Context: an optimization exercise on an open-source flow, tuned for small area. The choices shown serve that exercise and are no tape-out recipe. At most, simulation tests tie the RTL to the original design; equivalence was not proved. Power figures rest on the tool's default switching activity, not on a simulated workload.

run 1:
## ecg_r_peak_heart_rate
module ecg_r_peak_heart_rate (
  input  logic        clk,
  input  logic        rst,
  input  logic        sample_valid,
  output logic        sample_stall,
  input  logic [11:0] adc_sample,
  output logic        result_valid,
  input  logic        result_stall,
  output logic [11:0] filtered_sample,
  output logic        peak_flag,
  output logic        rate_updated,
  output logic [7:0]  heart_rate,
  input  logic        cfg_valid,
  output logic        cfg_ready,
  input  logic [2:0]  cfg_index,
  input  logic [15:0] cfg_data
);
For scale: ~670 cells after synthesis, about 61 I/O pins, roughly 0.0072 mm^2 of cells after synthesis.
==> flow/config.mk <==
export PLATFORM = sky130hd
export DESIGN_NAME = ecg_r_peak_heart_rate
export DESIGN_NICKNAME = ecg_r_peak_heart_rate
export VERILOG_FILES = /design/flow/design.v
export SDC_FILE = /design/flow/constraint.sdc
export NUM_CORES = 4
export LEC_CHECK = 0
export ABC_AREA = 1
export CAP_MARGIN = 20
export CORE_MARGIN = 2
export CORE_UTILIZATION = 70
export SLEW_MARGIN = 20
==> flow/constraint.sdc <==
create_clock -name core_clock -period 10.0 [get_ports {clk}]
set_input_delay 2.0000 -clock core_clock [delete_from_list [all_inputs] [get_ports {clk}]]
set_output_delay 2.0000 -clock core_clock [all_outputs]
set_load 0.01 [all_outputs]
standard.sh (not shown) runs the stock make flow with config.mk's settings and CLKGATE_MAP_FILE= SYNTH_SCRIPT=/design/flow/synth_recipe.tcl, a recipe that flattens the netlist after the stock synthesis.
==> flow/flow/run.sh <==
#!/bin/bash
# The standard layout (standard.sh) with these changes:
#  - synthesis maps the logic with an area-only ABC script (flow/area.abc) instead of ORFS's
#    abc_area.script; everything else in synthesis, the registers included, is unchanged;
#  - ports are buffered with the smallest buffer (buf_1);
#  - the clock tree is built from clkbuf_4 without dummy loads.
# Logs: own_synth.log is not separate; make's whole output goes to standard.log and ORFS
# writes each step's log under orfs/logs/.
set -euo pipefail
HERE=$(pwd)
{
  printf '%s\n' 'proc abc {args} {'
  printf '%s\n' '  set i [lsearch -exact $args -script]'
  printf '%s\n' '  if {$i >= 0} { lset args [expr {$i + 1}] $::env(OWN_ABC_SCRIPT) }'
  printf '%s\n' '  yosys abc {*}$args'
  printf '%s\n' '}'
  cat synth_recipe.tcl
} > own_synth.tcl
sed -E "s#SYNTH_SCRIPT=[^ ]+#SYNTH_SCRIPT=$HERE/own_synth.tcl#" standard.sh > own_standard.sh
export OWN_ABC_SCRIPT="$HERE/flow/area.abc"
export BUFFER_PORTS_ARGS="-buffer_cell sky130_fd_sc_hd__buf_1"
export CTS_ARGS="-sink_clustering_enable -repair_clock_nets -dont_use_dummy_load -buf_list sky130_fd_sc_hd__clkbuf_4 -sink_clustering_size 8 -sink_clustering_max_diameter 40"
bash own_standard.sh > standard.log 2>&1
==> flow/flow/area.abc <==
strash
dch
map -a
topo
Run 1 reached the final stage; the timing, DRC and antenna checks on its layout passed.
Here is what was changed in the inputs of run 2 compared with run 1.
- changing CORE_UTILIZATION from 70 to 80
--- outcome ---
Going from run 1 to run 2, via count of the first global-routing pass went up 4.3%, area after synthesis held, maximum frequency from static timing analysis went up 5.0 MHz. Diff run 1 -> run 2 | cell count | down by a few percent. Final weighted congestion of routability-driven global placement (run 2 vs. run 1) increases by a few percent.
#### Input delta (run 3 over run 2)
- CORE_UTILIZATION now 40, was 80
[summary]
Relative to run 2, sequential power decreased by about 0.4% in run 3. Post-detailed-placement cell area grows by a few percent when moving from run 2 to run 3. Run 2 -> run 3: via count decreased by a little under 10%.
Modified inputs, run 4 compared to run 3
- CORE_UTILIZATION now 60, was 40
--- a/flow/flow/run.sh
+++ b/flow/flow/run.sh
@@ -20,4 +20,4 @@
 export OWN_ABC_SCRIPT="$HERE/flow/area.abc"
 export BUFFER_PORTS_ARGS="-buffer_cell sky130_fd_sc_hd__buf_1"
-export CTS_ARGS="-sink_clustering_enable -repair_clock_nets -dont_use_dummy_load -buf_list sky130_fd_sc_hd__clkbuf_4 -sink_clustering_size 8 -sink_clustering_max_diameter 40"
+export CTS_ARGS="-sink_clustering_enable -repair_clock_nets -dont_use_dummy_load -buf_list sky130_fd_sc_hd__clkbuf_4 -sink_clustering_size 10 -sink_clustering_max_diameter 50"
 bash own_standard.sh > standard.log 2>&1
Notes after the runs:
- In run 4, maximum single-stage delay on the critical path is higher than in run 3.
- Share of total power in combinational logic: run 4 and run 3 compared, higher one is run 4
- Re number of antenna cells inserted: run 3 was higher than run 4.
- Worst-case headroom to the max-slew limit (run 4 over run 3): decrease, 8.7 points
- Run 4 does better than run 3 on post-route total power.
- Core utilization: run 4 > run 3
- Re internal power component: run 3 was higher than run 4.
- Die height ended up about 18% lower on run 4 than on run 3.
- On run 4: arrival time reported for the critical path endpoint is 80 ps higher than what run 3 gave.
No functional check of the RTL was part of any run of this note.


Setup of run A:
Another version of the RTL of ecg_r_peak_heart_rate (not shown whole).
Size in the first run: about 230 flip-flops, ~6900 sq um of cells after synthesis.
Settings: LEC_CHECK=0, ABC_AREA=1, CAP_MARGIN=20, CORE_MARGIN=2, CORE_UTILIZATION=60, SLEW_MARGIN=20; clock period 10.0 ns.
==> flow/flow/run.sh <==
#!/bin/bash
# The standard layout (standard.sh) with these changes:
#  - synthesis maps the logic with an area-only ABC script (flow/area.abc) instead of ORFS's
#    abc_area.script; everything else in synthesis, the registers included, is unchanged;
#  - ports are buffered with the smallest buffer (buf_1);
#  - the clock tree is built from clkbuf_4 without dummy loads.
# Logs: own_synth.log is not separate; make's whole output goes to standard.log and ORFS
# writes each step's log under orfs/logs/.
set -euo pipefail
HERE=$(pwd)
{
  printf '%s\n' 'proc abc {args} {'
  printf '%s\n' '  set i [lsearch -exact $args -script]'
  printf '%s\n' '  if {$i >= 0} { lset args [expr {$i + 1}] $::env(OWN_ABC_SCRIPT) }'
  printf '%s\n' '  yosys abc {*}$args'
  printf '%s\n' '}'
  cat synth_recipe.tcl
} > own_synth.tcl
sed -E "s#SYNTH_SCRIPT=[^ ]+#SYNTH_SCRIPT=$HERE/own_synth.tcl#" standard.sh > own_standard.sh
export OWN_ABC_SCRIPT="$HERE/flow/area.abc"
export BUFFER_PORTS_ARGS="-buffer_cell sky130_fd_sc_hd__buf_1"
export CTS_ARGS="-sink_clustering_enable -repair_clock_nets -dont_use_dummy_load -buf_list sky130_fd_sc_hd__clkbuf_4 -sink_clustering_size 8 -sink_clustering_max_diameter 40"
bash own_standard.sh > standard.log 2>&1
==> flow/flow/area.abc <==
strash
dc2
&get -n
&deepsyn -T 30
&put
dc2
dch -f
amap
topo
Changes in run B relative to run A:
diff --git a/flow/flow/run.sh b/flow/flow/run.sh
--- a/flow/flow/run.sh
+++ b/flow/flow/run.sh
@@ -22 +22 @@
-export CTS_ARGS="-sink_clustering_enable -repair_clock_nets -dont_use_dummy_load -buf_list sky130_fd_sc_hd__clkbuf_4 -sink_clustering_size 8 -sink_clustering_max_diameter 40"
+export CTS_ARGS="-sink_clustering_enable -repair_clock_nets -dont_use_dummy_load -buf_list sky130_fd_sc_hd__clkbuf_4 -sink_clustering_size 9 -sink_clustering_max_diameter 45"
Results
Against run A as the reference, run B delivers a lower layout clock buffer count. In run B the cell leakage power turned out 1.2% lower than in run A. Diff run B..run A | number of tap instances | unchanged. According to the power report, total power for run B is lower than for run A.
Here is what was changed in the inputs of run C compared with run B.
diff --git a/flow/flow/run.sh b/flow/flow/run.sh
--- a/flow/flow/run.sh
+++ b/flow/flow/run.sh
@@ -22 +22 @@
-export CTS_ARGS="-sink_clustering_enable -repair_clock_nets -dont_use_dummy_load -buf_list sky130_fd_sc_hd__clkbuf_4 -sink_clustering_size 9 -sink_clustering_max_diameter 45"
+export CTS_ARGS="-sink_clustering_enable -repair_clock_nets -dont_use_dummy_load -buf_list sky130_fd_sc_hd__clkbuf_4 -sink_clustering_size 10 -sink_clustering_max_diameter 50"
==> flow/flow/area.abc <==
strash
dc2
dch -f
amap
topo
diff --git a/flow/config.mk b/flow/config.mk
--- a/flow/config.mk
+++ b/flow/config.mk
@@ -11 +11 @@
-export CORE_UTILIZATION = 60
+export CORE_UTILIZATION = 50
Of run C and run B, the run reporting the lower synthesized cell count was run B.
Minimum period implied by the final worst setup slack ends up lower on run C.
Going from run B to run C, width of the die grows by 9.8%.
Going from run B to run C, final cell count without fillers +6.8%, wire length higher, cell area after layout moved up.
Leakage component of the power of run C exceeds that of run B slightly.
Run C vs. run B: number of standard-cell rows in the floorplan went up by 10%.
Min simple-gate share of the synthesized area across run C and run B: run B
Relative to run B, the power consumed by combinational cells of run C is higher by 5.2%.
Of run C and run B, run C shows the lower utilization of the core after routing, with run B above it.
For run D, these inputs were changed with respect to run C:
diff --git a/flow/flow/run.sh b/flow/flow/run.sh
--- a/flow/flow/run.sh
+++ b/flow/flow/run.sh
@@ -3 +3 @@
-#  - synthesis maps the logic with an area-only ABC script (flow/area.abc) instead of ORFS's
+#  - synthesis maps the logic with an area-oriented ABC script (flow/area.abc) instead of ORFS's
@@ -6 +6,2 @@
-#  - the clock tree is built from clkbuf_4 without dummy loads.
+#  - the clock tree is built from clkbuf_4 without dummy loads, at most 9 sinks per
+#    leaf buffer.
@@ -22 +23 @@
-export CTS_ARGS="-sink_clustering_enable -repair_clock_nets -dont_use_dummy_load -buf_list sky130_fd_sc_hd__clkbuf_4 -sink_clustering_size 10 -sink_clustering_max_diameter 50"
+export CTS_ARGS="-sink_clustering_enable -repair_clock_nets -dont_use_dummy_load -buf_list sky130_fd_sc_hd__clkbuf_4 -sink_clustering_size 9 -sink_clustering_max_diameter 45"
==> flow/flow/area.abc <==
strash
dc2
&get -n
&deepsyn -T 30
&put
dc2
dch -f
amap
topo
diff --git a/flow/config.mk b/flow/config.mk
--- a/flow/config.mk
+++ b/flow/config.mk
@@ -11 +11 @@
-export CORE_UTILIZATION = 50
+export CORE_UTILIZATION = 60
--- outcome ---
Run D finished every stage and its layout cleared the timing, DRC and antenna checks.
Re final hold violation count: no difference whatsoever between run D and run C.
Diff run D and run C: fmax higher in run C
Cell count went down by a few percent going from run C to run D.

==> static timing again, ports no longer ideal <==
Ports are ideal in the flow. The routed layouts listed here were re-timed in OpenROAD.
Step 1 (the two cells are an assumption about what drives the block):
set clk [get_ports {clk}]
set_driving_cell -lib_cell sky130_fd_sc_hd__clkbuf_16 $clk
set_driving_cell -lib_cell sky130_fd_sc_hd__buf_2 [delete_from_list [all_inputs] $clk]
Step 2 also shifts input and output timing later by t, the mid clock arrival at the registers, as if the neighbouring blocks saw the same clock.
Slacks: no drivers / after step 1 / after step 2; pairs: no drivers / after step 1.
run	t (ns)	slack for setup (ns)	worst register clock-pin slew, ns	cell pins on the clock port's net
run 1	0.577	4.679 / 4.646 / 4.793	0.11 / 0.11	1
run 2	0.584	4.818 / 4.784 / 4.873	0.10 / 0.10	1
run 3	0.601	4.816 / 4.778 / 4.944	0.08 / 0.08	1
run 4	0.631	4.736 / 4.703 / 4.797	0.11 / 0.11	1
run A	0.566	4.205 / 4.171 / 4.736	0.10 / 0.10	1
run B	0.655	4.173 / 4.140 / 4.795	0.11 / 0.11	1
run C	0.629	4.490 / 4.455 / 4.996	0.12 / 0.12	1
run D	0.655	4.173 / 4.140 / 4.795	0.11 / 0.11	1
After both steps setup and hold are still met in every run listed.
